This is an optimization exercise on Yosys and OpenROAD, whose aim is small area and a short achievable clock period, not a production implementation. Only simulation tests tie the RTL to the original design; equivalence was not proved. Power and IR drop assume default switching activity.

==> design/flow/design.v <==
package mem_pkg;
    localparam int WORD_W = 32;
    localparam int BE_W   = 4;
    localparam int MAX_AW = 64;
    function automatic logic addr_ok(
        input logic [MAX_AW-1:0] addr,
        input int unsigned       depth
    );
        logic [MAX_AW-1:0] idx;
        idx = addr >> 2;
        addr_ok = (addr[1:0] == 2'b00) && (idx < MAX_AW'(depth));
    endfunction
endpackage
module mem_array #(
    parameter int DEPTH = 64,
    parameter int IW    = 6
) (
    input  logic                       clk_i,
    input  logic [DEPTH-1:0]           wsel_i,
    input  logic [mem_pkg::BE_W-1:0]   wbe_i,
    input  logic [DEPTH-1:0]           rsel_i,
    input  logic [mem_pkg::WORD_W-1:0] wdata_i,
    output logic [mem_pkg::WORD_W-1:0] rdata_o
);
    logic [DEPTH-1:0][mem_pkg::WORD_W-1:0] mem;
    for (genvar w = 0; w < DEPTH; w++) begin : g_word
        for (genvar b = 0; b < mem_pkg::BE_W; b++) begin : g_byte
            always_ff @(posedge clk_i) begin
                if (wbe_i[b] && wsel_i[w]) begin
                    mem[w][8*b +: 8] <= wdata_i[8*b +: 8];
                end
            end
        end
    end
    for (genvar i = 0; i < mem_pkg::WORD_W; i++) begin : g_col
        logic [DEPTH-1:0] col;
        for (genvar w = 0; w < DEPTH; w++) begin : g_bit
            assign col[w] = mem[w][i];
        end
        mem_rd_col u_col (
            .sel_i (rsel_i),
            .d_i   (col),
            .q_o   (rdata_o[i])
        );
    end
endmodule
module mem_rd_col (
    input  logic [63:0] sel_i,
    input  logic [63:0] d_i,
    output logic        q_o
);
    logic [21:0] t_n;    
    logic [5:0]  g;      
    logic [1:0]  h_n;
    for (genvar k = 0; k < 21; k++) begin : g_aoi
        mem_aoi222 u_aoi (
            .a0 (sel_i[3*k]),   .b0 (d_i[3*k]),
            .a1 (sel_i[3*k+1]), .b1 (d_i[3*k+1]),
            .a2 (sel_i[3*k+2]), .b2 (d_i[3*k+2]),
            .y  (t_n[k])
        );
    end
    mem_nand2 u_last (.a(sel_i[63]), .b(d_i[63]), .y(t_n[21]));
    for (genvar k = 0; k < 5; k++) begin : g_nd
        mem_nand4 u_nd (.a(t_n[4*k]), .b(t_n[4*k+1]), .c(t_n[4*k+2]), .d(t_n[4*k+3]), .y(g[k]));
    end
    mem_nand2 u_nd5 (.a(t_n[20]), .b(t_n[21]), .y(g[5]));
    mem_nor3 u_nr0 (.a(g[0]), .b(g[1]), .c(g[2]), .y(h_n[0]));
    mem_nor3 u_nr1 (.a(g[3]), .b(g[4]), .c(g[5]), .y(h_n[1]));
    mem_nand2 u_out (.a(h_n[0]), .b(h_n[1]), .y(q_o));
endmodule
module mem_aoi222 (
    input  logic a0, b0, a1, b1, a2, b2,
    output logic y
);
    assign y = !((a0 && b0) || (a1 && b1) || (a2 && b2));
endmodule
module mem_nand4 (
    input  logic a, b, c, d,
    output logic y
);
    assign y = !(a && b && c && d);
endmodule
module mem_nand2 (
    input  logic a, b,
    output logic y
);
    assign y = !(a && b);
endmodule
module mem_nor3 (
    input  logic a, b, c,
    output logic y
);
    assign y = !(a || b || c);
endmodule
module mem_responder #(
    parameter int DEPTH_WORDS = 64,
    parameter int WAIT_STATES = 2,
    parameter int ADDR_W      = 32
) (
    input  logic              clk,
    input  logic              reset,
    input  logic              req,
    input  logic              we,
    input  logic [ADDR_W-1:0] addr,
    input  logic [mem_pkg::WORD_W-1:0] wdata,
    input  logic [mem_pkg::BE_W-1:0]   be,
    output logic [mem_pkg::WORD_W-1:0] rdata,
    output logic              ready,
    output logic              err,
    output logic              busy
);
    localparam int IW = $clog2(DEPTH_WORDS);
    logic [mem_pkg::BE_W-1:0] be_w;
    assign be_w = be;
    logic                       busy_q, ready_q, err_q;
    logic [WAIT_STATES:1]       stage_q;     
    logic [7:0]                 hi_q, lo_q;  
    logic                       ok_q;
    logic [DEPTH_WORDS-1:0]     row;         
    logic [DEPTH_WORDS-1:0]     rsel_q;      
    logic [mem_pkg::BE_W-1:0]   wbe_q;       
    logic [mem_pkg::WORD_W-1:0] wdata_q;
    logic [mem_pkg::WORD_W-1:0] rdata_q;
    logic [mem_pkg::WORD_W-1:0] ram_rdata;
    logic                       acc, ok;
    assign acc = req && !busy_q;
    assign ok  = mem_pkg::addr_ok(mem_pkg::MAX_AW'(addr), DEPTH_WORDS);
    always_ff @(posedge clk or negedge reset) begin
        if (!reset) begin
            busy_q  <= 1'b0;
            stage_q <= '0;
            ready_q <= 1'b0;
            err_q   <= 1'b0;
        end else begin
            busy_q  <= acc || (|stage_q);
            stage_q <= {stage_q[WAIT_STATES-1:1], acc};
            ready_q <= stage_q[WAIT_STATES];
            err_q   <= stage_q[WAIT_STATES] && !ok_q;
        end
    end
    always_ff @(posedge clk) begin
        if (!busy_q) begin
            hi_q  <= 8'(1) << addr[7:5];
            lo_q  <= 8'(1) << addr[4:2];
            ok_q  <= ok;
        end
    end
    always_comb begin
        for (int w = 0; w < DEPTH_WORDS; w++) row[w] = hi_q[w/8] && lo_q[w%8];
    end
    always_ff @(posedge clk or negedge reset) begin
        if (!reset) begin
            wbe_q <= '0;
        end else begin
            wbe_q <= (acc && we && ok) ? be_w : '0;
        end
    end
    always_ff @(posedge clk) begin
        wdata_q <= wdata;
    end
    always_ff @(posedge clk) begin
        rsel_q  <= ok_q ? row : '0;
        rdata_q <= ram_rdata;
    end
    mem_array #(
        .DEPTH (DEPTH_WORDS),
        .IW    (IW)
    ) u_array (
        .clk_i   (clk),
        .wsel_i  (row),
        .wbe_i   (wbe_q),
        .wdata_i (wdata_q),
        .rsel_i  (rsel_q),
        .rdata_o (ram_rdata)
    );
    assign rdata = rdata_q;
    assign ready = ready_q;
    assign err   = err_q;
    assign busy  = busy_q;
endmodule
==> design/flow/run.sh <==
#!/bin/bash
# synth_recipe.tcl (not shown) runs the flow's synth.tcl, then flattens the netlist and writes it again
# the make line also repeats each setting of config.mk as NAME=value (left out here)
make -C /OpenROAD-flow-scripts/flow DESIGN_CONFIG=/design/flow/config.mk WORK_HOME=/design/flow/orfs CLKGATE_MAP_FILE= SYNTH_SCRIPT=/design/flow/synth_recipe.tcl finish
==> design/flow/config.mk <==
export PLATFORM = sky130hd
export DESIGN_NAME = mem_responder
export DESIGN_NICKNAME = mem_responder
export VERILOG_FILES = /design/flow/design.v
export SDC_FILE = /design/flow/constraint.sdc
export NUM_CORES = 4
export LEC_CHECK = 0
export CAP_MARGIN = 20
export CORE_MARGIN = 2
export CORE_UTILIZATION = 68
export CTS_BUF_LIST = sky130_fd_sc_hd__clkbuf_16
export CTS_CLUSTER_DIAMETER = 100
export CTS_CLUSTER_SIZE = 20
export PLACE_DENSITY = 0.76
export SETUP_SLACK_MARGIN = 3.0
export SLEW_MARGIN = 20
export SYNTH_HIERARCHICAL = 1
export SYNTH_MINIMUM_KEEP_SIZE = 0
==> design/flow/constraint.sdc <==
create_clock -name core_clock -period 5.0 [get_ports {clk}]
set_input_delay 1.0000 -clock core_clock [delete_from_list [all_inputs] [get_ports {clk}]]
set_output_delay 1.0000 -clock core_clock [all_outputs]
set_load 0.01 [all_outputs]
==> impl_metrics.py, run 1 <==
metrics = {
    "setup_path": {
        "cp-end-kind": "register",
        "critical_path_arrival_ns": 3.06,
        "rrSetupSlack_ns": 2.54,
        "reg2regPathDepth": 6,
        "worstPathRequired_ns": 5.60,
        "start_kind": "register",
        "path_max_fanout": 8,
        "critPathKind": "reg -> reg",
    },
    "sta": {
        "rsz0062_at_grt": "true",
        "setup_tns_ns": 0,
        "finalCriticalPeriod_ns": 2.46,
        "fmax_mhz": 407,
        "skew_ns": 0.0414,
        "relSlewSlack": 0.330,
        "tightest_slew_ns": 1.00,
        "fin_ws_ns": 2.54,
        "hold_viol": 0,
        "finalMaxSlewViolations": 0,
        "setup_viol": 0,
        "period_share": 0.492,
    },
    "clock_tree": {
        "path_clk_slew_ns": 0.08,
        "cts_hold_buf": 0,
        "cts.path.max_buffers": 3,
        "htree_levels": 3,
        "clk_latency_ns": 0.76,
        "clockRootBuffer": "clkbuf_16",
        "cts_sinks": 2202,
        "cts_tree": "done",
        "cts_buffers": 120,
    },
    "power": {
        "p_leak_nw": 27.1,
        "internal-power_mw": 26.4,
        "seqPwrFrac": 0.582,
        "switchingPower_mw": 9.25,
        "p_sw_frac": 0.260,
        "power_density_mw_per_mm2": 417,
        "combPwrFrac": 0.134,
        "clkPwrFrac": 0.283,
        "peakVddDrop_mv": 0.371,
    },
    "finish": {
        "nets": 4107,
        "drive_above_1_share": 0.166,
        "area_growth_pct": 11.4,
        "mostFrequentLayoutCell": "edfxtp_1",
        "fin_cells": 5640,
        "mostFrequentLayoutCells": "2065 x edfxtp_1, 672 x a222oi_1, 167 x and2_2",
        "final_util": 0.762,
    },
    "detailed_routing": {
        "dr.pass1.iters": 10,
        "routed_wl_um": 205000,
        "avgRoutedWirePerCell_um": 36.4,
        "drtIter0Drc": 9925,
        "drtAntennaViolNets": 0,
        "drc": 0,
        "vias": 43100,
        "viasPerCell": 7.64,
    },
    "synthesis": {
        "avgSynthCellArea_um2": 20.9,
        "synth_cell_types": 22,
        "synth_warnings": 8,
        "synth.ff_latch_count": 2202,
        "seq_area_frac_synth": 0.846,
        "syn_inst": 3666,
        "synth_fp_nets": 3738,
        "synth_area_mm2": 0.0766,
    },
    "placed_design": {
        "place_congestion": 0.891,
        "dp_slack_ns": 2.19,
        "numPortBuffers": 106,
        "place_inst": 5325,
        "dp_hpwl_um": 123000,
    },
    "run_status": {
        "status": "finished clean",
    },
    "min_path": {
        "hold_depth": 0,
        "worst_hold_path_type": "reg -> reg",
    },
    "floorplanning": {
        "initial_utilization": 0.684,
        "core_region_area_mm2": 0.112,
        "die_area_mm2": 0.115,
        "num_rows": 123,
        "fp.dieW_um": 340,
        "die-height_um": 340,
        "ios": 107,
    },
    "job": {
        "drv_cap": 0,
    },
    "global_routing": {
        "grt_first_pass_wirelength_um": 288000,
        "antenna_found_initial": 9,
        "grt-ovfl-total": 0,
        "grt_max_degree": 66,
        "grt_pass1_vias": 40200,
        "grt_use_total": 0.352,
    },
}
-- per-module statistics from Yosys, one instance, submodules excluded, excerpt --
module | copies in the design | cells inside | area [um2] | flops+latches
mem_responder | 1 | 346 | 4430 | 154
mem_nand4 | 160 | 1 | 6.26 | 0
mem_aoi222 | 672 | 1 | 10.0 | 0
mem_nand2 | 96 | 1 | 3.75 | 0
mem_nor3 | 64 | 1 | 10.0 | 0
-- power groups by stage --
stage / Clock (mW) / Sequential (mW) / Combinational, mW
after floorplan: 0 / 21.2 / 1.45
after global placement: 0 / 21.2 / 3.91
after detailed placement: 0 / 21.2 / 3.96
after CTS: 10.1 / 20.7 / 4.45
after global routing: 10.7 / 20.7 / 4.80
final: 10.1 / 20.7 / 4.78
-- cell type report --
cell class	instances	area, um2
flip-flops and latches	2202	65000
repair buffers	294	3140
clock buffers	126	3150
fillers	6023	26700
diodes	11	27.5
well taps	1500	1880
multi-input cells	1416	11700
clock inverters	90	367
inverters	1	3.75
-- what timing repair did --
item,CTS,global route
gates cloned,7,4
setup buffers,51,26
pin swaps,150,77
endpoints found under the setup margin,1460,127
resized for setup,366,29
-- worst max-delay path, stage by stage, from the launching register on --
cell and delay [ns]:
dfxtp_4 0.39, buf_4 0.17, buf_16 0.14, a222oi_1 0.48, nand4_1 0.41, nor3_4 0.62
nand2_1 0.11
-- metal layers --
layer	share of wire	global-route usage	vias to the layer above
li1	-	-	17200
met1	0.35	0.520	21700
met2	0.45	0.530	3878
met3	0.17	0.0884	369
met4	0.036	0.112	0
met5	0	0	-
-- per-stage QoR --
step,hold slack (ns),instance area [um2],power (mW)
floorplan,0.348,76600,22.7
global placement,0.354,80100,25.1
detailed placement,0.360,80100,25.2
CTS,0.379,84900,35.3
global route,0.392,85300,36.3
finish,0.377,85300,35.6
-- synthesized netlist by cell type, drive strengths merged --
library cell  number  area [um2]
edfxtp          2065       62000
a222oi           672        6730
and2             320        2210
nand4            161        1010
dfxtp            128        2560
nand2            100         375
nor3              67         656
and3              66         413
clkbuf            47         206
dfrtp              9         225
nor4               9        56.3
nor3b              6        45.0
nand3              4        20.0
nor2               4        15.0
and3b              3        26.3
nor2b              2        12.5
inv                1        3.75
or3                1        6.26
or4                1        11.3
-- worst paths after layout --
kind	endpoint	from
max reg2reg	rdata_q[9]	rsel_q[21]
min reg2reg	stage_q[2]	stage_q[1]
max	rdata_q[9]	rsel_q[21]
max in group asynchronous	wbe_q[0]	reset
min in group asynchronous	stage_q[1]	reset
min	stage_q[2]	stage_q[1]
-- sequential cells by signal, summed over array words and instances (netlist names) --
name         cells
u_array.mem   2048
rsel_q          64
rdata_q         32
wdata_q         32
hi_q             8
lo_q             8
wbe_q            4
stage_q          2
busy_q           1
err_q            1
ok_q             1
ready_q          1
-- cell families after synthesis --
logic type,synth area share
AND/OR/NAND/NOR,0.0634
flip-flops,0.846
buffers and inverters,0.00274
AO/OA/AOI/OAI,0.0878
==> run 2, diff against run 1 <==
==> design/flow/config.mk (replaced) <==
export PLATFORM = sky130hd
export DESIGN_NAME = mem_responder
export DESIGN_NICKNAME = mem_responder
export VERILOG_FILES = /design/flow/design.v
export SDC_FILE = /design/flow/constraint.sdc
export NUM_CORES = 4
export LEC_CHECK = 0
export CAP_MARGIN = 10
export CORE_MARGIN = 2
export CORE_UTILIZATION = 55
export CTS_BUF_LIST = sky130_fd_sc_hd__clkbuf_16
export CTS_CLUSTER_DIAMETER = 100
export CTS_CLUSTER_SIZE = 20
export SETUP_SLACK_MARGIN = 3.0
export SLEW_MARGIN = 10
export SYNTH_HIERARCHICAL = 1
export SYNTH_MINIMUM_KEEP_SIZE = 0
==> run 2 against run 1 <==
Maximum frequency grew 4.5%. Non-clock buffer count shrank 5. Wire length is 9.3% higher. Final area is 0.89% higher. Still clean. Clock-buffer cell count decreased by 3. Register-to-register slack better by 0.20 ns. Clock skew down 0.012 ns.
==> impl_metrics.py, run 2 <==
metrics = {
    "run_status": {
        "status": "finished clean",
    },
    "clock_tree": {
        "path_clk_slew_ns": 0.08,
        "cts_tree": "done",
        "cts_hold_buf": 0,
        "cts.path.max_buffers": 3,
        "htree_levels": 3,
        "cts_sinks": 2202,
        "clockRootBuffer": "clkbuf_16",
        "cts_buffers": 120,
        "clk_latency_ns": 0.77,
    },
    "min_path": {
        "worst_hold_path_type": "reg -> reg",
    },
    "sta": {
        "hold_viol": 0,
        "period_share": 0.470,
        "finalHoldWorstSlack_ns": 0.399,
        "rsz0062_at_grt": "true",
        "skew_ns": 0.0294,
        "tightest_slew_ns": 0.950,
        "fmax_mhz": 425,
        "relSlewSlack": 0.367,
        "setup_tns_ns": 0,
        "setup_viol": 0,
        "finalCriticalPeriod_ns": 2.35,
        "finalMaxSlewViolations": 0,
    },
    "finish": {
        "mostFrequentLayoutCells": "2065 x edfxtp_1, 672 x a222oi_1, 197 x and2_2",
        "mostFrequentLayoutCell": "edfxtp_1",
        "largest_reg_flops": 2048,
        "fin_cells": 5943,
        "area_growth_pct": 12.4,
        "seq_area_mm2": 0.0651,
        "nFillCells": 9500,
        "drive_above_1_share": 0.177,
        "multi_input_area_mm2": 0.0118,
        "top_register": "u_array.mem",
        "reg.largest.list": "u_array.mem: 2048 flops, rsel_q: 64 flops",
        "nets": 4102,
    },
    "synthesis": {
        "syn_inst": 3666,
        "synth_fp_nets": 3738,
        "yosys.area_share.simple": 0.0634,
        "synth.top_cells.by_count": "2065 x edfxtp_1, 672 x a222oi_1, 165 x and2_2, 161 x nand4_1, 155 x and2_1",
        "synth-main-ff-cell": "edfxtp_1",
        "synth_warnings": 8,
        "avgSynthCellArea_um2": 20.9,
        "muxShareOfSynthArea": 0,
        "synth_top_cell_by_area": "edfxtp_1",
        "synth_top_family_by_area": "compound AO/OA/AOI/OAI gates",
        "synth.ff_latch_count": 2202,
        "yosys.area_share.adder": 0,
        "netlist_top_cells_area": "edfxtp_1 81%, a222oi_1 8.8%, dfxtp_1 3.3%",
        "synth_compound_area_frac": 0.0878,
        "yosysMostFrequentCell": "edfxtp_1",
        "synth_edf_count": 2065,
        "synth_area_mm2": 0.0766,
        "synthXorXnorAreaFrac": 0,
        "synth_cell_types": 22,
        "async_reset_ff_frac": 0.00409,
        "seq_area_frac_synth": 0.846,
        "yosys.area.top_type_share": 0.810,
    },
    "power": {
        "peakVddDrop_mv": 0.273,
        "p_leak_nw": 27.2,
        "power_density_mw_per_mm2": 414,
    },
    "global_routing": {
        "grt_use_total": 0.309,
        "grt_first_pass_wirelength_um": 305000,
        "grt_pass1_vias": 40700,
        "antenna_found_initial": 31,
        "grt-ovfl-total": 0,
        "grt_max_degree": 66,
    },
    "floorplanning": {
        "die_area_mm2": 0.142,
        "fp.dieW_um": 377,
        "core_region_area_mm2": 0.138,
        "num_rows": 136,
        "ios": 107,
        "initial_utilization": 0.556,
        "die-height_um": 377,
    },
    "detailed_routing": {
        "viasPerCell": 7.16,
        "dr.pass1.iters": 12,
        "drtAntennaViolNets": 0,
        "drc": 0,
        "drtIter0Drc": 8627,
        "avgRoutedWirePerCell_um": 37.8,
        "vias": 42600,
        "routed_wl_um": 224000,
    },
    "setup_path": {
        "cp_slowest_cell": "dfxtp_4",
        "crit_chain": "buf_6",
        "path_max_fanout": 1,
        "slowest_delay_ns": 0.44,
        "worstPathRequired_ns": 4.00,
        "start_kind": "register",
        "cp-end-kind": "output pin",
        "critical_path_buf_inv_count": 1,
        "critical_path_arrival_ns": 1.35,
        "rrSetupSlack_ns": 2.74,
        "cp_top_family": "flip-flops",
        "critPathKind": "reg -> out",
    },
    "placed_design": {
        "numPortBuffers": 106,
        "place_congestion": 0.857,
        "dp_hpwl_um": 132000,
        "place_inst": 5592,
    },
    "job": {
        "drv_cap": 0,
    },
}
-- run 2: cell counts after synthesis --
No cell type changed its count.
-- run 2: timing repair --
item / CTS / global route
setup endpoints to repair: 2079 / 250
pin swaps: 127 / 112
resized for setup: 401 / 51
endpoints found under the hold margin: 0 / 0
setup buffers: 78 / 19
gates cloned: 8 / 5
-- run 2: worst paths after layout --
check,depth (start not counted),startpoint,endpoint
worst max-delay path,1,rdata_q[9],rdata[9]
worst min-delay path,0,stage_q[1],stage_q[2]
worst max register to register,5,rsel_q[54],rdata_q[21]
worst min register to register,0,stage_q[1],stage_q[2]
max in group asynchronous,1,reset,wbe_q[2]
min in group asynchronous,1,reset,wbe_q[2]
-- run 2: cell families after synthesis --
family                 Yosys count
AOI/OAI and AO/OA              672
buffers and inverters           48
DFF                           2202
and+or+nand+nor                744
-- run 2: stage by stage --
stage / power, mW / instance area (um2) / util / setup slack, ns
finish: 35.7 / 86100 / 0.625 / 2.65
global route: 36.5 / 86100 / 0.624 / 2.65
CTS: 35.5 / 85600 / 0.621 / 2.63
detailed placement: 25.2 / 80300 / 0.583 / 2.31
global placement: 25.1 / 80300 / 0.583 / 2.38
floorplan: 22.7 / 76600 / - / 3.12
-- run 2: final cells by class --
class,count,area share
Clock buffer,123,0.0358
Timing Repair Buffer,289,0.0390
Clock inverter,104,0.00485
Multi-Input combinational cell,1416,0.138
Tap cell,1794,0.0261
Antenna cell,14,0.000407
Sequential cell,2202,0.756
Inverter,1,0.0000436
-- run 2: metal layers --
layer	share of wire	GRT usage	up-vias
met1	0.37	0.430	22300
li1	-	-	17200
met3	0.12	0.0640	301
met2	0.47	0.493	2825
met5	0.00025	0	-
met4	0.033	0.0976	8
-- run 2: modules after synthesis, one instance, submodules excluded, excerpt --
module | flops+latches | cells inside
mem_nand4 | 0 | 1
mem_nor3 | 0 | 1
mem_responder | 154 | 346
mem_aoi222 | 0 | 1
mem_nand2 | 0 | 1
-- run 2: worst register-to-register path, cell delays in order, from the launching register on --
cell and delay [ns]:
dfxtp_4 0.36, buf_12 0.14, a222oi_1 0.60, nand4_1 0.44, nor3_4 0.49, nand2_1 0.11
-- run 2: where the power goes --
| group | switching [mW] | internal, mW |
|---|---|---|
| combinational | 3.10 | 1.54 |
| clock | 5.64 | 4.46 |
| sequential | 0.565 | 20.4 |
| total | 9.31 | 26.4 |
==> run 3, diff against run 2 <==
--- a/design/flow/design.v
+++ b/design/flow/design.v
@@ -115,13 +115,12 @@
     assign be_w = be;
     logic                       busy_q, ready_q, err_q;
     logic [WAIT_STATES:1]       stage_q;     
-    logic [7:0]                 hi_q, lo_q;  
-    logic                       ok_q;
-    logic [DEPTH_WORDS-1:0]     row;         
-    logic [DEPTH_WORDS-1:0]     rsel_q;      
+    logic                       ok_q;        
+    logic [DEPTH_WORDS-1:0]     sel_q;       
     logic [mem_pkg::BE_W-1:0]   wbe_q;       
     logic [mem_pkg::WORD_W-1:0] wdata_q;
-    logic [mem_pkg::WORD_W-1:0] rdata_q;
+    logic [mem_pkg::WORD_W-1:0] rd_q;        
+    logic [mem_pkg::WORD_W-1:0] rdata_q;     
     logic [mem_pkg::WORD_W-1:0] ram_rdata;
     logic                       acc, ok;
     assign acc = req && !busy_q;
@@ -141,13 +140,8 @@
     end
     always_ff @(posedge clk) begin
         if (!busy_q) begin
-            hi_q  <= 8'(1) << addr[7:5];
-            lo_q  <= 8'(1) << addr[4:2];
-            ok_q  <= ok;
+            ok_q <= ok;
         end
-    end
-    always_comb begin
-        for (int w = 0; w < DEPTH_WORDS; w++) row[w] = hi_q[w/8] && lo_q[w%8];
     end
     always_ff @(posedge clk or negedge reset) begin
         if (!reset) begin
@@ -157,21 +151,22 @@
         end
     end
     always_ff @(posedge clk) begin
+        for (int w = 0; w < DEPTH_WORDS; w++) begin
+            sel_q[w] <= ok && (addr[IW+1:2] == IW'(w));
+        end
         wdata_q <= wdata;
-    end
-    always_ff @(posedge clk) begin
-        rsel_q  <= ok_q ? row : '0;
-        rdata_q <= ram_rdata;
+        rd_q    <= ram_rdata;
+        rdata_q <= rd_q;
     end
     mem_array #(
         .DEPTH (DEPTH_WORDS),
         .IW    (IW)
     ) u_array (
         .clk_i   (clk),
-        .wsel_i  (row),
+        .wsel_i  (sel_q),
         .wbe_i   (wbe_q),
         .wdata_i (wdata_q),
-        .rsel_i  (rsel_q),
+        .rsel_i  (sel_q),
         .rdata_o (ram_rdata)
     );
     assign rdata = rdata_q;
--- a/design/flow/config.mk
+++ b/design/flow/config.mk
@@ -5,13 +5,13 @@
 export SDC_FILE = /design/flow/constraint.sdc
 export NUM_CORES = 4
 export LEC_CHECK = 0
-export CAP_MARGIN = 10
+export CAP_MARGIN = 20
 export CORE_MARGIN = 2
 export CORE_UTILIZATION = 55
 export CTS_BUF_LIST = sky130_fd_sc_hd__clkbuf_16
 export CTS_CLUSTER_DIAMETER = 100
 export CTS_CLUSTER_SIZE = 20
 export SETUP_SLACK_MARGIN = 3.0
-export SLEW_MARGIN = 10
+export SLEW_MARGIN = 20
 export SYNTH_HIERARCHICAL = 1
 export SYNTH_MINIMUM_KEEP_SIZE = 0
==> run 3 against run 2 <==
Still clean. First-iteration DRC count grew 10%. Sequential power shrank 3%. Synthesized area is essentially flat. Power shrank 14%. Highest routed layer unchanged.
==> impl_metrics.py, run 3 <==
metrics = {
    "finish": {
        "nFillCells": 9405,
        "multi_input_area_mm2": 0.0115,
        "top_register": "u_array.mem",
        "largest_reg_flops": 2048,
        "area_growth_pct": 12.7,
        "seq_area_mm2": 0.0653,
        "fin_cells": 5926,
        "reg.largest.list": "u_array.mem: 2048 flops, sel_q: 64 flops",
        "mostFrequentLayoutCells": "2049 x edfxtp_1, 672 x a222oi_1, 165 x and2_2",
        "nets": 4093,
        "drive_above_1_share": 0.183,
        "mostFrequentLayoutCell": "edfxtp_1",
    },
    "setup_path": {
        "crit_chain": "buf_2",
        "cp_slowest_cell": "dfrtp_1",
        "critPathKind": "reg -> out",
        "cp_top_family": "flip-flops",
        "cp-end-kind": "output pin",
        "slowest_delay_ns": 0.38,
        "critical_path_arrival_ns": 1.27,
        "worstPathRequired_ns": 4.00,
        "start_kind": "register",
        "rrSetupSlack_ns": 2.84,
        "critical_path_buf_inv_count": 1,
        "path_max_fanout": 2,
    },
    "sta": {
        "finalMaxSlewViolations": 0,
        "setup_viol": 0,
        "hold_viol": 0,
        "tightest_slew_ns": 1.14,
        "fmax_mhz": 440,
        "finalCriticalPeriod_ns": 2.27,
        "skew_ns": 0.0412,
        "finalHoldWorstSlack_ns": 0.335,
        "rsz0062_at_grt": "true",
        "fin_ws_ns": 2.73,
        "period_share": 0.455,
        "relSlewSlack": 0.237,
        "setup_tns_ns": 0,
    },
    "run_status": {
        "status": "finished clean",
    },
    "synthesis": {
        "synth_area_mm2": 0.0765,
        "async_reset_ff_frac": 0.00406,
        "netlist_top_cells_area": "edfxtp_1 80%, a222oi_1 8.8%, dfxtp_1 4.2%",
        "synth_fp_nets": 3702,
        "syn_inst": 3630,
        "seq_area_frac_synth": 0.849,
        "synth_top_cell_by_area": "edfxtp_1",
        "synth_warnings": 8,
        "synth_cell_types": 26,
        "avgSynthCellArea_um2": 21.1,
        "yosysMostFrequentCell": "edfxtp_1",
        "synth.top_cells.by_count": "2049 x edfxtp_1, 672 x a222oi_1, 165 x and2_2, 164 x nand4_1, 160 x dfxtp_1",
        "synth_edf_count": 2049,
        "yosys.area.top_type_share": 0.804,
        "synth-main-ff-cell": "edfxtp_1",
        "synth.ff_latch_count": 2218,
    },
    "detailed_routing": {
        "viasPerCell": 7.16,
        "drtAntennaViolNets": 0,
        "routed_wl_um": 224000,
        "vias": 42400,
        "avgRoutedWirePerCell_um": 37.7,
        "drc": 0,
        "drtIter0Drc": 9523,
        "dr.pass1.iters": 9,
    },
    "placed_design": {
        "dp_slack_ns": 1.93,
        "numPortBuffers": 106,
        "dp_hpwl_um": 118000,
        "place_inst": 5550,
        "place_congestion": 0.822,
    },
    "clock_tree": {
        "cts_hold_buf": 0,
        "cts.path.max_buffers": 3,
        "cts_sinks": 2218,
        "path_clk_slew_ns": 0.08,
        "cts_tree": "done",
        "htree_levels": 3,
        "clockRootBuffer": "clkbuf_16",
        "cts_buffers": 120,
        "clk_latency_ns": 0.77,
    },
    "job": {
        "drv_cap": 0,
    },
    "floorplanning": {
        "fp.dieW_um": 377,
        "die_area_mm2": 0.142,
        "core_region_area_mm2": 0.138,
        "num_rows": 136,
        "initial_utilization": 0.555,
        "ios": 107,
        "die-height_um": 377,
    },
    "power": {
        "peakVddDrop_mv": 0.312,
        "clkPwrFrac": 0.330,
        "power_mw": 30.8,
        "seqPwrFrac": 0.656,
        "p_leak_nw": 27.2,
        "power_density_mw_per_mm2": 357,
        "switchingPower_mw": 5.97,
        "combPwrFrac": 0.014,
        "p_sw_frac": 0.194,
        "internal-power_mw": 24.8,
    },
    "global_routing": {
        "grt_pass1_vias": 39800,
        "grt_first_pass_wirelength_um": 296000,
        "grt-ovfl-total": 0,
        "grt_max_degree": 70,
        "grt_use_total": 0.299,
        "antenna_found_initial": 26,
    },
    "min_path": {
        "worst_hold_path_type": "reg -> reg",
    },
}
run 3: logic make-up after synthesis:
logic type             count (synthesis)  synth area share
flip-flops                          2218             0.849
AND/OR/NAND/NOR                      699            0.0607
AO/OA/AOI/OAI                        672            0.0879
buffers and inverters                 41           0.00257
run 3: cell type report:
| type | count | share of cell area |
|---|---|---|
| well taps | 1794 | 0.0260 |
| diodes | 5 | 0.000145 |
| flip-flops and latches | 2218 | 0.757 |
| clock inverters | 102 | 0.00458 |
| multi-input cells | 1372 | 0.134 |
| clock buffers | 126 | 0.0366 |
| repair buffers | 308 | 0.0422 |
| inverters | 1 | 0.0000435 |
run 3: metrics by stage:
stage           util  instance area [um2]
2_1_floorplan      -                76600
3_3_place_gp   0.582                80200
3_5_place_dp   0.582                80200
4_1_cts        0.618                85200
5_1_grt        0.626                86200
6_report       0.626                86300
run 3: per-module statistics from Yosys (local to each module, per instance), a selection:
module,flops+latches,cell area [um2]
mem_nor3,0,10.0
mem_responder,170,4370
mem_nand4,0,6.26
mem_aoi222,0,10.0
mem_nand2,0,3.75
run 3: path summary, 6_finish.rpt:
path / startpoint / endpoint / cells after the start
max: busy_q / busy / 1
max reg2reg: sel_q[18] / rd_q[9] / 6
max in group asynchronous: reset / wbe_q[1] / 1
min reg2reg: rd_q[10] / rdata_q[10] / 0
min: rd_q[10] / rdata_q[10] / 0
min in group asynchronous: reset / wbe_q[3] / 1
run 3: layer usage:
metal | track usage | up-vias | wire, um
li1 | - | 17100 | -
met1 | 0.422 | 22000 | 82500
met2 | 0.474 | 2900 | 104000
met3 | 0.0541 | 329 | 27400
met4 | 0.103 | 8 | 9330
met5 | 0 | - | 46
run 3: power groups by stage:
stage | combinational [mW] | clock [mW] | sequential, mW
2_1_floorplan | 0.0254 | 0 | 20.8
3_3_place_gp | 0.411 | 0 | 20.7
3_5_place_dp | 0.435 | 0 | 20.7
4_1_cts | 0.434 | 10.3 | 20.2
5_1_grt | 0.464 | 10.9 | 20.2
6_report | 0.436 | 10.1 | 20.2
run 3: what timing repair did:
item / 4_1_cts / 5_1_grt
buffers inserted: 75 / 60
resized for setup: 287 / 47
pin swaps: 118 / 129
gates cloned: 2 / 6
setup endpoints to repair: 355 / 103
==> run 4, diff against run 3 <==
--- a/design/flow/config.mk
+++ b/design/flow/config.mk
@@ -10,7 +10,7 @@
 export CORE_UTILIZATION = 55
 export CTS_BUF_LIST = sky130_fd_sc_hd__clkbuf_16
 export CTS_CLUSTER_DIAMETER = 100
-export CTS_CLUSTER_SIZE = 20
+export CTS_CLUSTER_SIZE = 25
 export SETUP_SLACK_MARGIN = 3.0
 export SLEW_MARGIN = 20
 export SYNTH_HIERARCHICAL = 1
==> run 4 against run 3 <==
Still clean. Worst hold slack worse by 0.0048 ns. Sequential power about the same. Final area down 1.2%. Critical path depth unchanged. Wire length down 3.1%. Non-clock buffer count down 27. Largest power group unchanged.
==> impl_metrics.py, run 4 <==
metrics = {
    "setup_path": {
        "start_kind": "register",
        "critical_path_buf_inv_count": 1,
        "critical_path_arrival_ns": 1.24,
        "cp_slowest_cell": "dfrtp_1",
        "worstPathRequired_ns": 4.00,
        "slowest_delay_ns": 0.38,
        "crit_chain": "buf_2",
        "cp-end-kind": "output pin",
        "critPathKind": "reg -> out",
        "path_max_fanout": 2,
        "cp_top_family": "flip-flops",
    },
    "finish": {
        "fin_cells": 5859,
        "top_register": "u_array.mem",
        "nets": 4044,
        "mostFrequentLayoutCell": "edfxtp_1",
        "final_util": 0.618,
        "area_growth_pct": 11.3,
        "largest_reg_flops": 2048,
        "drive_above_1_share": 0.175,
        "nFillCells": 9493,
        "reg.largest.list": "u_array.mem: 2048 flops, sel_q: 64 flops",
        "mostFrequentLayoutCells": "2049 x edfxtp_1, 672 x a222oi_1, 165 x and2_2",
    },
    "synthesis": {
        "synth_fp_nets": 3702,
        "seq_area_frac_synth": 0.849,
        "synth_warnings": 8,
        "syn_inst": 3630,
        "synth-main-ff-cell": "edfxtp_1",
        "yosys.area.top_type_share": 0.804,
        "synth_top_cell_by_area": "edfxtp_1",
        "avgSynthCellArea_um2": 21.1,
        "synth.ff_latch_count": 2218,
        "synth_area_mm2": 0.0765,
        "synth_cell_types": 26,
        "netlist_top_cells_area": "edfxtp_1 80%, a222oi_1 8.8%, dfxtp_1 4.2%",
        "synth_edf_count": 2049,
        "async_reset_ff_frac": 0.00406,
        "synth.top_cells.by_count": "2049 x edfxtp_1, 672 x a222oi_1, 165 x and2_2, 164 x nand4_1, 160 x dfxtp_1",
        "yosysMostFrequentCell": "edfxtp_1",
    },
    "sta": {
        "hold_viol": 0,
        "setup_viol": 0,
        "tightest_slew_ns": 1.11,
        "finalMaxSlewViolations": 0,
        "relSlewSlack": 0.258,
        "rsz0062_at_grt": "true",
        "skew_ns": 0.0273,
        "fmax_mhz": 446,
        "period_share": 0.448,
        "finalCriticalPeriod_ns": 2.24,
        "setup_tns_ns": 0,
    },
    "floorplanning": {
        "num_rows": 136,
        "die-height_um": 377,
        "ios": 107,
        "die_area_mm2": 0.142,
        "fp.dieW_um": 377,
        "core_region_area_mm2": 0.138,
        "initial_utilization": 0.555,
    },
    "clock_tree": {
        "cts_hold_buf": 0,
        "clk_latency_ns": 0.74,
        "clockRootBuffer": "clkbuf_16",
        "cts.path.max_buffers": 3,
        "cts_sinks": 2218,
        "cts_buffers": 98,
        "path_clk_slew_ns": 0.10,
        "cts_tree": "done",
        "htree_levels": 3,
    },
    "global_routing": {
        "grt_max_degree": 70,
        "antenna_found_initial": 16,
        "grt_pass1_vias": 39600,
        "grt-ovfl-total": 0,
        "grt_first_pass_wirelength_um": 293000,
        "grt_use_total": 0.295,
    },
    "placed_design": {
        "numPortBuffers": 106,
        "place_inst": 5550,
        "place_congestion": 0.822,
        "dp_hpwl_um": 118000,
    },
    "detailed_routing": {
        "dr.pass1.iters": 10,
        "drtIter0Drc": 8452,
        "vias": 41900,
        "viasPerCell": 7.15,
        "drc": 0,
        "drtAntennaViolNets": 0,
        "routed_wl_um": 217000,
        "avgRoutedWirePerCell_um": 37.0,
    },
    "run_status": {
        "status": "finished clean",
    },
    "job": {
        "drv_cap": 0,
    },
    "power": {
        "peakVddDrop_mv": 0.266,
        "power_mw": 29.8,
        "p_leak_nw": 26.7,
        "power_density_mw_per_mm2": 350,
    },
    "min_path": {
        "worst_hold_path_type": "reg -> reg",
    },
}
[run 4: cell counts after synthesis]
No cell type changed its count.
[run 4: final timing paths]
check	from	end	slack, ns	depth (start not counted)
hold reg to reg	rd_q[13]	rdata_q[13]	0.33	0
setup reg to reg	sel_q[21]	rd_q[15]	2.84	6
max in group asynchronous	reset	wbe_q[1]	3.88	1
setup / recovery	busy_q	busy	2.76	1
min in group asynchronous	reset	stage_q[2]	0.65	1
hold / removal	rd_q[13]	rdata_q[13]	0.33	0
[run 4: area by class of cell]
class	instances	area, um2	share of cell area
Sequential cell	2218	65300	0.766
Inverter	1	3.75	0.0000441
Timing Repair Buffer	281	3220	0.0377
Tap cell	1794	2240	0.0263
Antenna cell	9	22.5	0.000264
Clock buffer	103	2580	0.0302
Clock inverter	81	337	0.00395
Multi-Input combinational cell	1372	11600	0.136
[run 4: what timing repair did]
action / 4_1_cts / 5_1_grt
pin swaps: 103 / 98
gates resized for setup: 279 / 50
endpoints found under the setup margin: 347 / 123
gates cloned: 0 / 3
setup buffers: 77 / 36
[run 4: logic make-up after synthesis]
| group | synth area share |
|---|---|
| compound gates | 0.0879 |
| buf+inv | 0.00257 |
| flops | 0.849 |
| simple gates | 0.0607 |
[run 4: routing by layer]
| metal | GRT usage | part of all wire | wire, um | vias to the layer above |
|---|---|---|---|---|
| met4 | 0.0987 | 0.040 | 8590 | 4 |
| met2 | 0.471 | 0.47 | 102000 | 2583 |
| met3 | 0.0546 | 0.11 | 23800 | 295 |
| li1 | - | - | - | 17000 |
| met5 | 0 | 0.00011 | 23 | - |
| met1 | 0.415 | 0.38 | 81900 | 22000 |
[run 4: per-stage QoR]
stage | setup slack, ns | cell area [um2] | hold WS, ns
2_1_floorplan | 2.97 | 76600 | 0.310
3_3_place_gp | 2.02 | 80200 | 0.314
3_5_place_dp | 1.93 | 80200 | 0.318
4_1_cts | 2.70 | 84500 | 0.340
5_1_grt | 2.68 | 85200 | 0.334
6_report | 2.76 | 85200 | 0.331
[run 4: modules after synthesis, one instance, submodules excluded, a selection]
module	flops+latches	times used
mem_responder	170	1
mem_aoi222	0	672
mem_nor3	0	64
mem_nand2	0	96
mem_nand4	0	160
[run 4: report_power, final]
group / total (mW) / internal [mW] / switching [mW]
combinational: 0.434 / 0.0834 / 0.351
clock: 9.16 / 3.81 / 5.35
sequential: 20.2 / 20.2 / 0.0116
==> run 5, diff against run 4 <==
--- a/design/flow/design.v
+++ b/design/flow/design.v
@@ -122,7 +122,7 @@
     logic [mem_pkg::WORD_W-1:0] rd_q;        
     logic [mem_pkg::WORD_W-1:0] rdata_q;     
     logic [mem_pkg::WORD_W-1:0] ram_rdata;
-    logic                       acc, ok;
+    logic                       acc, ok, busy_d;
     assign acc = req && !busy_q;
     assign ok  = mem_pkg::addr_ok(mem_pkg::MAX_AW'(addr), DEPTH_WORDS);
     always_ff @(posedge clk or negedge reset) begin
@@ -132,12 +132,19 @@
             ready_q <= 1'b0;
             err_q   <= 1'b0;
         end else begin
-            busy_q  <= acc || (|stage_q);
+            busy_q  <= busy_d;
             stage_q <= {stage_q[WAIT_STATES-1:1], acc};
             ready_q <= stage_q[WAIT_STATES];
             err_q   <= stage_q[WAIT_STATES] && !ok_q;
         end
     end
+    assign busy_d = acc || (|stage_q);
+    mem_flag u_busy (
+        .clk_i   (clk),
+        .rst_ni  (reset),
+        .d_i     (busy_d),
+        .q_o     (busy)
+    );
     always_ff @(posedge clk) begin
         if (!busy_q) begin
             ok_q <= ok;
@@ -172,5 +179,18 @@
     assign rdata = rdata_q;
     assign ready = ready_q;
     assign err   = err_q;
-    assign busy  = busy_q;
 endmodule
+module mem_flag (
+    input  logic clk_i,
+    input  logic rst_ni,
+    input  logic d_i,
+    output logic q_o
+);
+    always_ff @(posedge clk_i or negedge rst_ni) begin
+        if (!rst_ni) begin
+            q_o <= 1'b0;
+        end else begin
+            q_o <= d_i;
+        end
+    end
+endmodule
--- a/design/flow/config.mk
+++ b/design/flow/config.mk
@@ -7,10 +7,11 @@
 export LEC_CHECK = 0
 export CAP_MARGIN = 20
 export CORE_MARGIN = 2
-export CORE_UTILIZATION = 55
+export CORE_UTILIZATION = 60
 export CTS_BUF_LIST = sky130_fd_sc_hd__clkbuf_16
 export CTS_CLUSTER_DIAMETER = 100
 export CTS_CLUSTER_SIZE = 25
+export PLACE_DENSITY = 0.66
 export SETUP_SLACK_MARGIN = 3.0
 export SLEW_MARGIN = 20
 export SYNTH_HIERARCHICAL = 1
==> run 5 against run 4 <==
Clock skew up 0.010 ns. Worst hold slack better by 0.012 ns. Still clean. Sequential cell count up 1. Largest cell class unchanged. Global-route usage up 0.53 points.
==> impl_metrics.py, run 5 <==
metrics = {
    "setup_path": {
        "critPathKind": "reg -> out",
        "path_max_fanout": 1,
        "start_kind": "register",
        "cp_slowest_cell": "dfrtp_1",
        "reg2reg_from": "sel_q[17]",
        "crit_end": "ready",
        "reg2regPathDepth": 6,
        "worstPathRequired_ns": 4.00,
        "timing.rr.end": "rd_q[7]",
        "crit_chain": "buf_2",
        "cp.depth": 1,
        "slowest_delay_ns": 0.39,
        "rrSetupSlack_ns": 2.78,
        "critPathLaunch": "ready_q",
        "cp_top_family": "flip-flops",
        "cp-end-kind": "output pin",
        "critical_path_buf_inv_count": 1,
        "critical_path_arrival_ns": 1.27,
    },
    "detailed_routing": {
        "drtAntennaViolNets": 0,
        "viasPerCell": 7.20,
        "drc": 0,
        "vias": 41300,
        "routed_wl_um": 200000,
        "avgRoutedWirePerCell_um": 34.8,
        "drtIter0Drc": 8929,
        "dr.pass1.iters": 10,
    },
    "sta": {
        "rsz0062_at_grt": "true",
        "hold_viol": 0,
        "setup_tns_ns": 0,
        "relSlewSlack": 0.385,
        "setup_viol": 0,
        "tightest_slew_ns": 0.923,
        "finalMaxSlewViolations": 0,
        "finalCriticalPeriod_ns": 2.27,
        "period_share": 0.454,
        "skew_ns": 0.0373,
        "fmax_mhz": 440,
    },
    "floorplanning": {
        "core_region_area_mm2": 0.127,
        "die-height_um": 361,
        "fp.dieW_um": 361,
        "ios": 107,
        "initial_utilization": 0.603,
        "num_rows": 131,
        "die_area_mm2": 0.130,
    },
    "clock_tree": {
        "cts_tree": "done",
        "path_clk_slew_ns": 0.10,
        "cts.path.max_buffers": 3,
        "cts_buffers": 99,
        "clk_latency_ns": 0.75,
        "clockRootBuffer": "clkbuf_16",
        "htree_levels": 3,
        "cts_sinks": 2219,
        "cts_hold_buf": 0,
    },
    "global_routing": {
        "grt-ovfl-total": 0,
        "antenna_found_initial": 9,
        "grt_max_degree": 65,
        "grt_use_total": 0.300,
        "grt_pass1_vias": 39700,
        "grt_first_pass_wirelength_um": 280000,
    },
    "power": {
        "power_density_mw_per_mm2": 350,
        "peakVddDrop_mv": 0.283,
        "p_leak_nw": 26.8,
    },
    "finish": {
        "largest_reg_flops": 2048,
        "top_register": "u_array.mem",
        "drive_above_1_share": 0.175,
        "final_util": 0.671,
        "nets": 4071,
        "fin_cells": 5741,
        "nFillCells": 8005,
        "area_growth_pct": 11.4,
        "mostFrequentLayoutCell": "edfxtp_1",
        "reg.largest.list": "u_array.mem: 2048 flops, sel_q: 64 flops",
        "mostFrequentLayoutCells": "2049 x edfxtp_1, 672 x a222oi_1, 165 x and2_2",
    },
    "synthesis": {
        "synth.ff_latch_count": 2219,
        "avgSynthCellArea_um2": 21.1,
        "synth.top_cells.by_count": "2049 x edfxtp_1, 672 x a222oi_1, 165 x and2_2, 164 x nand4_1, 160 x dfxtp_1",
        "synth_warnings": 9,
        "synth_cell_types": 26,
        "synth-main-ff-cell": "edfxtp_1",
        "yosys.area.top_type_share": 0.804,
        "synth_edf_count": 2049,
        "netlist_top_cells_area": "edfxtp_1 80%, a222oi_1 8.8%, dfxtp_1 4.2%",
        "yosysMostFrequentCell": "edfxtp_1",
        "synth_area_mm2": 0.0765,
        "seq_area_frac_synth": 0.849,
        "synth_fp_nets": 3703,
        "syn_inst": 3631,
        "async_reset_ff_frac": 0.00451,
        "synth_top_cell_by_area": "edfxtp_1",
    },
    "placed_design": {
        "dp_hpwl_um": 119000,
        "place_inst": 5462,
        "numPortBuffers": 106,
        "place_congestion": 0.852,
    },
    "job": {
        "drv_cap": 0,
    },
    "run_status": {
        "status": "finished clean",
    },
    "min_path": {
        "worst_hold_path_type": "reg -> reg",
    },
}
-- run 5: stage by stage --
stage / instance area, um2 / hold slack [ns] / total power, mW / setup WS [ns]
after detailed placement: 80400 / 0.317 / 21.1 / 1.45
after global routing: 85200 / 0.346 / 30.5 / 2.69
final: 85300 / 0.342 / 29.8 / 2.73
after global placement: 80400 / 0.318 / 21.1 / 1.57
after floorplan: 76600 / 0.310 / 20.8 / 2.97
after CTS: 84500 / 0.336 / 29.9 / 2.69
-- run 5: routing by layer --
| metal | wire (um) | GRT usage |
|---|---|---|
| met1 | 73100 | 0.412 |
| met2 | 98600 | 0.498 |
| met3 | 20600 | 0.0449 |
| met4 | 7630 | 0.108 |
| met5 | 32 | 0 |
-- run 5: Yosys stat by module (local to each module, per instance), excerpt --
module         times used  area [um2]  flip-flops and latches  cells inside
mem_flag                1        25.0                       1             1
mem_nand2              96        3.75                       0             1
mem_nand4             160        6.26                       0             1
mem_nor3               64        10.0                       0             1
mem_responder           1        4370                     170           310
mem_aoi222            672        10.0                       0             1
-- run 5: cells by family after synthesis --
group | synth area share
buffers and inverters | 0.00257
AOI/OAI and AO/OA | 0.0879
DFF | 0.849
and+or+nand+nor | 0.0607
-- run 5: timing repair --
action	in CTS	in global routing
buffers inserted	51	34
gates resized for setup	343	69
setup endpoints to repair	556	116
gates cloned	7	6
pin swaps	131	100
-- run 5: final cells by class --
type,count,area [um2],share of cell area
Sequential cell,2219,65200,0.765
Multi-Input combinational cell,1372,11700,0.137
Timing Repair Buffer,306,3410,0.0400
Clock buffer,103,2580,0.0302
Tap cell,1662,2080,0.0244
Clock inverter,71,300,0.00352
Antenna cell,7,17.5,0.000205
Inverter,1,3.75,0.0000440
-- run 5: power by group --
| group | internal (mW) | switching, mW |
|---|---|---|
| sequential | 20.2 | 0.0106 |
| combinational | 0.0832 | 0.343 |
| clock | 3.76 | 5.38 |
| total | 24.1 | 5.73 |
-- run 5: worst min-delay path by stage --
stage               startpoint     endpoint  slack [ns]  cells past startpoint
floorplan              rd_q[0]   rdata_q[0]        0.31                      0
global placement       rd_q[6]   rdata_q[6]        0.32                      0
finish                 rd_q[7]   rdata_q[7]        0.34                      0
detailed placement     rd_q[7]   rdata_q[7]        0.32                      0
CTS                   rd_q[15]  rdata_q[15]        0.34                      0
global route          rd_q[11]  rdata_q[11]        0.35                      0
==> run 6, diff against run 5 <==
--- a/design/flow/config.mk
+++ b/design/flow/config.mk
@@ -7,11 +7,10 @@
 export LEC_CHECK = 0
 export CAP_MARGIN = 20
 export CORE_MARGIN = 2
-export CORE_UTILIZATION = 60
+export CORE_UTILIZATION = 48
 export CTS_BUF_LIST = sky130_fd_sc_hd__clkbuf_16
 export CTS_CLUSTER_DIAMETER = 100
 export CTS_CLUSTER_SIZE = 25
-export PLACE_DENSITY = 0.66
 export SETUP_SLACK_MARGIN = 3.0
 export SLEW_MARGIN = 20
 export SYNTH_HIERARCHICAL = 1
==> run 6 against run 5 <==
Still clean on timing, DRC and antenna. Sequential cell count is the same. Wire length shrank 8.2%. Final area shrank 0.40%. Power grew 0.11%. Critical path depth is the same. Cell count grew 6.3%. Clock power grew 0.5%. Register-to-register slack is essentially flat. Clock skew shrank 0.0061 ns. Setup slack gained 0.018 ns. Global-route usage shrank 8.3 points. Largest cell class unchanged.
==> impl_metrics.py, run 6 <==
metrics = {
    "finish": {
        "mostFrequentLayoutCell": "edfxtp_1",
        "diodes": 0,
        "drive_above_1_share": 0.166,
        "seq_area_mm2": 0.0651,
        "multi_input_area_mm2": 0.0116,
        "nFillCells": 12100,
        "largest_reg_flops": 2048,
        "mostFrequentLayoutCells": "2049 x edfxtp_1, 672 x a222oi_1, 199 x and2_2",
        "reg.largest.list": "u_array.mem: 2048 flops, sel_q: 64 flops",
        "area_growth_pct": 10.9,
        "final_util": 0.536,
        "top_register": "u_array.mem",
        "nets": 4021,
    },
    "sta": {
        "tightest_slew_ns": 0.802,
        "rsz0062_at_grt": "true",
        "period_share": 0.451,
        "fmax_mhz": 444,
        "finalMaxSlewViolations": 0,
        "relSlewSlack": 0.465,
        "skew_ns": 0.0312,
        "setup_tns_ns": 0,
        "hold_viol": 0,
        "finalCriticalPeriod_ns": 2.25,
        "finalHoldWorstSlack_ns": 0.336,
        "setup_viol": 0,
    },
    "global_routing": {
        "grt_pass1_vias": 37600,
        "grt_first_pass_wirelength_um": 261000,
        "grt_use_total": 0.218,
        "grt-ovfl-total": 0,
        "antenna_found_initial": 2,
        "grt_max_degree": 70,
    },
    "power": {
        "p_sw_frac": 0.195,
        "peakVddDrop_mv": 0.292,
        "switchingPower_mw": 5.81,
        "power_density_mw_per_mm2": 351,
        "clkPwrFrac": 0.308,
        "seqPwrFrac": 0.679,
        "combPwrFrac": 0.013,
        "p_leak_nw": 26.5,
        "internal-power_mw": 24.0,
        "power_mw": 29.8,
    },
    "min_path": {
        "worst_hold_path_type": "reg -> reg",
        "hold_start": "rd_q[8]",
    },
    "setup_path": {
        "path_max_fanout": 1,
        "worstPathRequired_ns": 4.00,
        "cp_top_family": "flip-flops",
        "reg2reg_from": "sel_q[18]",
        "crit_chain": "buf_2",
        "slowest_delay_ns": 0.38,
        "cp-end-kind": "output pin",
        "critPathLaunch": "ready_q",
        "critical_path_arrival_ns": 1.25,
        "start_kind": "register",
        "critical_path_buf_inv_count": 1,
        "cp_slowest_cell": "dfrtp_1",
        "critPathKind": "reg -> out",
    },
    "detailed_routing": {
        "avgRoutedWirePerCell_um": 30.1,
        "vias": 39700,
        "drtIter0Drc": 6381,
        "drtAntennaViolNets": 0,
        "viasPerCell": 6.50,
        "routed_wl_um": 184000,
        "drc": 0,
        "dr.pass1.iters": 7,
    },
    "synthesis": {
        "netlist_top_cells_area": "edfxtp_1 80%, a222oi_1 8.8%, dfxtp_1 4.2%",
        "synth.ff_latch_count": 2219,
        "synth.top_cells.by_count": "2049 x edfxtp_1, 672 x a222oi_1, 165 x and2_2, 164 x nand4_1, 160 x dfxtp_1",
        "synth_fp_nets": 3703,
        "syn_inst": 3631,
        "synth_warnings": 9,
        "synth_edf_count": 2049,
        "synth-main-ff-cell": "edfxtp_1",
        "synth_area_mm2": 0.0765,
        "async_reset_ff_frac": 0.00451,
        "synth_top_cell_by_area": "edfxtp_1",
        "avgSynthCellArea_um2": 21.1,
        "synth_cell_types": 26,
        "yosysMostFrequentCell": "edfxtp_1",
        "seq_area_frac_synth": 0.849,
        "yosys.area.top_type_share": 0.804,
    },
    "run_status": {
        "status": "finished clean",
    },
    "job": {
        "drv_cap": 0,
    },
    "clock_tree": {
        "path_clk_slew_ns": 0.09,
        "clockRootBuffer": "clkbuf_16",
        "cts_sinks": 2219,
        "cts_tree": "done",
        "cts.path.max_buffers": 3,
        "htree_levels": 3,
        "cts_buffers": 98,
        "clk_latency_ns": 0.75,
    },
    "floorplanning": {
        "num_rows": 146,
        "ios": 107,
        "die_area_mm2": 0.163,
        "die-height_um": 403,
        "initial_utilization": 0.483,
        "core_region_area_mm2": 0.158,
        "fp.dieW_um": 403,
    },
    "placed_design": {
        "dp_hpwl_um": 108000,
        "numPortBuffers": 106,
        "place_congestion": 0.797,
    },
}
[run 6: per-module statistics from Yosys, one instance, submodules excluded, excerpt]
module,area [um2],flops+latches,cells,copies in the design
mem_responder,4370,170,310,1
mem_aoi222,10.0,0,1,672
mem_flag,25.0,1,1,1
mem_nor3,10.0,0,1,64
mem_nand2,3.75,0,1,96
mem_nand4,6.26,0,1,160
[run 6: final cells by class]
cell class              instances  share of cell area
flip-flops and latches       2219               0.767
multi-input cells            1371               0.137
repair buffers                258              0.0315
well taps                    2072              0.0305
clock buffers                 101              0.0298
clock inverters                83             0.00429
inverters                       1           0.0000442
[run 6: path summary, 6_finish.rpt]
kind / endpoint / slack (ns) / cells after the start
max in group asynchronous: wbe_q[2] / 4.06 / 1
max: ready / 2.75 / 1
min in group asynchronous: err_q / 0.58 / 1
min: rdata_q[8] / 0.34 / 0
min reg2reg: rdata_q[8] / 0.34 / 0
max reg2reg: rd_q[0] / 2.77 / 6
[run 6: power groups by stage]
stage                     logic [mW]  clock network [mW]  registers (mW)
after global placement         0.399                   0            20.7
after detailed placement       0.414                   0            20.7
final                          0.403                9.19            20.2
after CTS                      0.408                9.35            20.3
after floorplan               0.0259                   0            20.8
after global routing           0.438                9.96            20.3
[run 6: metrics by stage]
step / setup WS, ns / cell area, um2 / instances
after floorplan: 2.97 / 76600 / 3631
after global placement: 2.01 / 80900 / 5870
after detailed placement: 1.99 / 80900 / 5870
after CTS: 2.68 / 84200 / 6068
after global routing: 2.69 / 84900 / 6105
final: 2.75 / 84900 / 6105
[run 6: cells by family after synthesis]
group           synth area share
compound gates            0.0879
buf+inv                  0.00257
simple gates              0.0607
flops                      0.849
[run 6: repair_timing]
action | CTS | global route
setup buffers | 12 | 33
pin swaps | 100 | 114
resized for setup | 253 | 128
gates cloned | 2 | 4
hold buffers | 0 | 0
endpoints found under the setup margin | 496 | 305
[run 6: metal layers]
layer / vias to the layer above / global-route usage / part of all wire
met3: 152 / 0.0241 / 0.072
met4: 0 / 0.0421 / 0.015
li1: 17000 / - / -
met5: - / 0 / 0
met1: 20900 / 0.321 / 0.42
met2: 1627 / 0.355 / 0.49
==> run 7, diff against run 6 <==
--- a/design/flow/config.mk
+++ b/design/flow/config.mk
@@ -7,7 +7,7 @@
 export LEC_CHECK = 0
 export CAP_MARGIN = 20
 export CORE_MARGIN = 2
-export CORE_UTILIZATION = 48
+export CORE_UTILIZATION = 55
 export CTS_BUF_LIST = sky130_fd_sc_hd__clkbuf_16
 export CTS_CLUSTER_DIAMETER = 100
 export CTS_CLUSTER_SIZE = 25
==> run 7 against run 6 <==
Wire length up 1.0%. Via count is 0.29% higher. Clock power fell by 1%. Sequential cell count did not move. Power fell by 0.28%. Sequential share of layout area rose by 0.060 points. Setup slack gained 0.0033 ns. Combinational power up 1%. Cell count is 4.5% lower. Largest cell class unchanged. Non-clock buffer count increased by 2. Largest power group unchanged.
==> impl_metrics.py, run 7 <==
metrics = {
    "power": {
        "power_density_mw_per_mm2": 351,
        "p_leak_nw": 26.6,
        "peakVddDrop_mv": 0.342,
        "power_mw": 29.8,
    },
    "setup_path": {
        "cp_slowest_cell": "dfrtp_1",
        "cp-end-kind": "output pin",
        "cp_top_family": "flip-flops",
        "critical_path_buf_inv_count": 1,
        "rrSetupSlack_ns": 2.86,
        "critPathKind": "reg -> out",
        "path_max_fanout": 1,
        "critical_path_arrival_ns": 1.25,
        "worstPathRequired_ns": 4.00,
        "start_kind": "register",
        "crit_chain": "buf_2",
        "slowest_delay_ns": 0.38,
    },
    "detailed_routing": {
        "dr.pass1.iters": 10,
        "avgRoutedWirePerCell_um": 31.8,
        "drc": 0,
        "drtIter0Drc": 7469,
        "drtAntennaViolNets": 0,
        "routed_wl_um": 185000,
        "vias": 39800,
        "viasPerCell": 6.82,
    },
    "min_path": {
        "worst_hold_path_type": "reg -> reg",
    },
    "finish": {
        "nFillCells": 9544,
        "reg.largest.list": "u_array.mem: 2048 flops, sel_q: 64 flops",
        "mostFrequentLayoutCells": "2049 x edfxtp_1, 672 x a222oi_1, 179 x and2_2",
        "mostFrequentLayoutCell": "edfxtp_1",
        "area_growth_pct": 10.8,
        "largest_reg_flops": 2048,
        "drive_above_1_share": 0.160,
        "top_register": "u_array.mem",
        "nets": 4024,
    },
    "synthesis": {
        "synth.top_cells.by_count": "2049 x edfxtp_1, 672 x a222oi_1, 165 x and2_2, 164 x nand4_1, 160 x dfxtp_1",
        "synth_area_mm2": 0.0765,
        "yosys.area_share.adder": 0,
        "synth_fp_nets": 3703,
        "yosys.area.top_type_share": 0.804,
        "synthXorXnorAreaFrac": 0,
        "async_reset_ff_frac": 0.00451,
        "synth_top_cell_by_area": "edfxtp_1",
        "yosysMostFrequentCell": "edfxtp_1",
        "avgSynthCellArea_um2": 21.1,
        "netlist_top_cells_area": "edfxtp_1 80%, a222oi_1 8.8%, dfxtp_1 4.2%",
        "yosys.area_share.simple": 0.0607,
        "synth_warnings": 9,
        "muxShareOfSynthArea": 0,
        "synth-main-ff-cell": "edfxtp_1",
        "syn_inst": 3631,
        "synth_compound_area_frac": 0.0879,
        "synth_top_family_by_area": "compound AO/OA/AOI/OAI gates",
        "synth.ff_latch_count": 2219,
        "seq_area_frac_synth": 0.849,
        "synth_edf_count": 2049,
        "synth_cell_types": 26,
    },
    "clock_tree": {
        "cts_tree": "done",
        "clockRootBuffer": "clkbuf_16",
        "cts.path.max_buffers": 3,
        "path_clk_slew_ns": 0.09,
        "cts_sinks": 2219,
        "clk_latency_ns": 0.73,
        "cts_hold_buf": 0,
        "cts_buffers": 98,
        "htree_levels": 3,
    },
    "sta": {
        "skew_ns": 0.0201,
        "hold_viol": 0,
        "setup_tns_ns": 0,
        "setup_viol": 0,
        "fmax_mhz": 445,
        "rsz0062_at_grt": "true",
        "relSlewSlack": 0.452,
        "period_share": 0.450,
        "tightest_slew_ns": 0.822,
        "finalCriticalPeriod_ns": 2.25,
        "finalMaxSlewViolations": 0,
    },
    "floorplanning": {
        "die-height_um": 377,
        "die_area_mm2": 0.142,
        "fp.dieW_um": 377,
        "initial_utilization": 0.555,
        "ios": 107,
        "num_rows": 136,
        "core_region_area_mm2": 0.138,
    },
    "global_routing": {
        "grt_pass1_vias": 38400,
        "grt_max_degree": 70,
        "antenna_found_initial": 5,
        "grt_use_total": 0.252,
        "grt_first_pass_wirelength_um": 260000,
        "grt-ovfl-total": 0,
    },
    "placed_design": {
        "place_congestion": 0.837,
        "dp_hpwl_um": 113000,
        "numPortBuffers": 106,
    },
    "job": {
        "drv_cap": 0,
    },
    "run_status": {
        "status": "finished clean",
    },
}
-- run 7: logic make-up after synthesis --
| logic type | after synthesis |
|---|---|
| DFF | 2219 |
| and+or+nand+nor | 699 |
| AOI/OAI and AO/OA | 672 |
| buffers and inverters | 41 |
-- run 7: final timing paths --
| path | startpoint | endpoint | depth (start not counted) |
|---|---|---|---|
| worst min-delay path | rd_q[27] | rdata_q[27] | 0 |
| min in group asynchronous | reset | err_q | 1 |
| worst min register to register | rd_q[27] | rdata_q[27] | 0 |
| worst max-delay path | u_busy.q_o | busy | 1 |
| worst max register to register | sel_q[36] | rd_q[13] | 6 |
| max in group asynchronous | reset | wbe_q[0] | 1 |
-- run 7: per-module statistics from Yosys (local to each module, per instance), a selection --
module / cells / copies in the design / area (um2) / flops+latches
mem_nand4: 1 / 160 / 6.26 / 0
mem_aoi222: 1 / 672 / 10.0 / 0
mem_nor3: 1 / 64 / 10.0 / 0
mem_flag: 1 / 1 / 25.0 / 1
mem_responder: 310 / 1 / 4370 / 170
mem_nand2: 1 / 96 / 3.75 / 0
-- run 7: repair_timing --
item | 4_1_cts | 5_1_grt
setup endpoints to repair | 410 | 365
resized for setup | 279 | 102
endpoints found under the hold margin | 0 | 0
setup buffers | 17 | 22
gates cloned | 5 | 10
pin swaps | 120 | 131
-- run 7: layer usage --
layer	wire (um)	share of wire	global-route usage	up-vias
li1	-	-	-	17000
met1	73100	0.39	0.356	20600
met2	90800	0.49	0.407	2025
met3	18600	0.10	0.0531	184
met4	2930	0.016	0.0548	4
met5	29	0.00016	0	-
-- run 7: report_power, final --
| part | internal (mW) | switching, mW |
|---|---|---|
| logic | 0.0799 | 0.327 |
| registers | 20.2 | 0.0106 |
| clock network | 3.76 | 5.34 |
| total | 24.1 | 5.68 |
-- run 7: cell type report --
| class | instances | area [um2] | share of cell area |
|---|---|---|---|
| clock buffers | 103 | 2580 | 0.0304 |
| diodes | 1 | 2.50 | 0.0000295 |
| flip-flops and latches | 2219 | 65100 | 0.767 |
| clock inverters | 82 | 318 | 0.00375 |
| repair buffers | 260 | 2920 | 0.0344 |
| well taps | 1794 | 2240 | 0.0265 |
| multi-input cells | 1372 | 11700 | 0.137 |
| inverters | 1 | 3.75 | 0.0000442 |
-- run 7: worst register-to-register path: stages, from the launching register on --
cell and delay [ns]:
dfxtp_4 0.39, buf_12 0.14, clkbuf_16 0.15, a222oi_1 0.53, nand4_1 0.33, nor3_4 0.41
nand2_1 0.09
-- run 7: through the flow --
stage	utilization	setup slack, ns	instances	cell area (um2)	hold WS [ns]
4_1_cts	0.610	2.70	5799	84100	0.331
6_report	0.616	2.75	5832	84800	0.331
5_1_grt	0.616	2.72	5832	84800	0.343
3_3_place_gp	0.584	2.05	5592	80500	0.311
3_5_place_dp	0.584	1.95	5592	80500	0.312
2_1_floorplan	-	2.97	3631	76600	0.310

[what the ideal ports hide]
In the flow no input, the clock included, has a driving cell. The finished layouts below were timed again as built, in two steps. Step 1, drivers: a clkbuf_16 drives clk and a buf_2 each remaining input, both assumed. Step 2, shift: input delay + t, output delay - t, t = (earliest + latest rising clock arrival at the registers) / 2. This alone moves slack from input paths to output paths. Slacks: ideal / step 1 / step 2; pairs: ideal / step 1.
run	t, ns	setup WS [ns]	worst setup path after step 2	clock arrival spread, ns	worst data-port slew with drivers (ns)
run 1	0.818	2.542 / 2.542 / 2.464	input to register	0.043 / 0.043	0.05
run 2	0.841	2.649 / 2.566 / 2.494	input to register	0.033 / 0.033	0.14
run 3	0.830	2.727 / 2.650 / 2.170	input to register	0.042 / 0.043	0.14
run 4	0.806	2.760 / 2.681 / 2.245	input to register	0.030 / 0.031	0.15
run 5	0.809	2.729 / 2.653 / 2.233	input to register	0.045 / 0.045	0.11
run 6	0.814	2.747 / 2.674 / 2.313	input to register	0.037 / 0.037	0.05
run 7	0.796	2.750 / 2.681 / 2.279	input to register	0.030 / 0.029	0.05
After both steps every run listed still meets setup and hold. The setup slack of run 3, which loses most, moves by -0.077 ns with the drivers and by -0.557 ns with both steps.
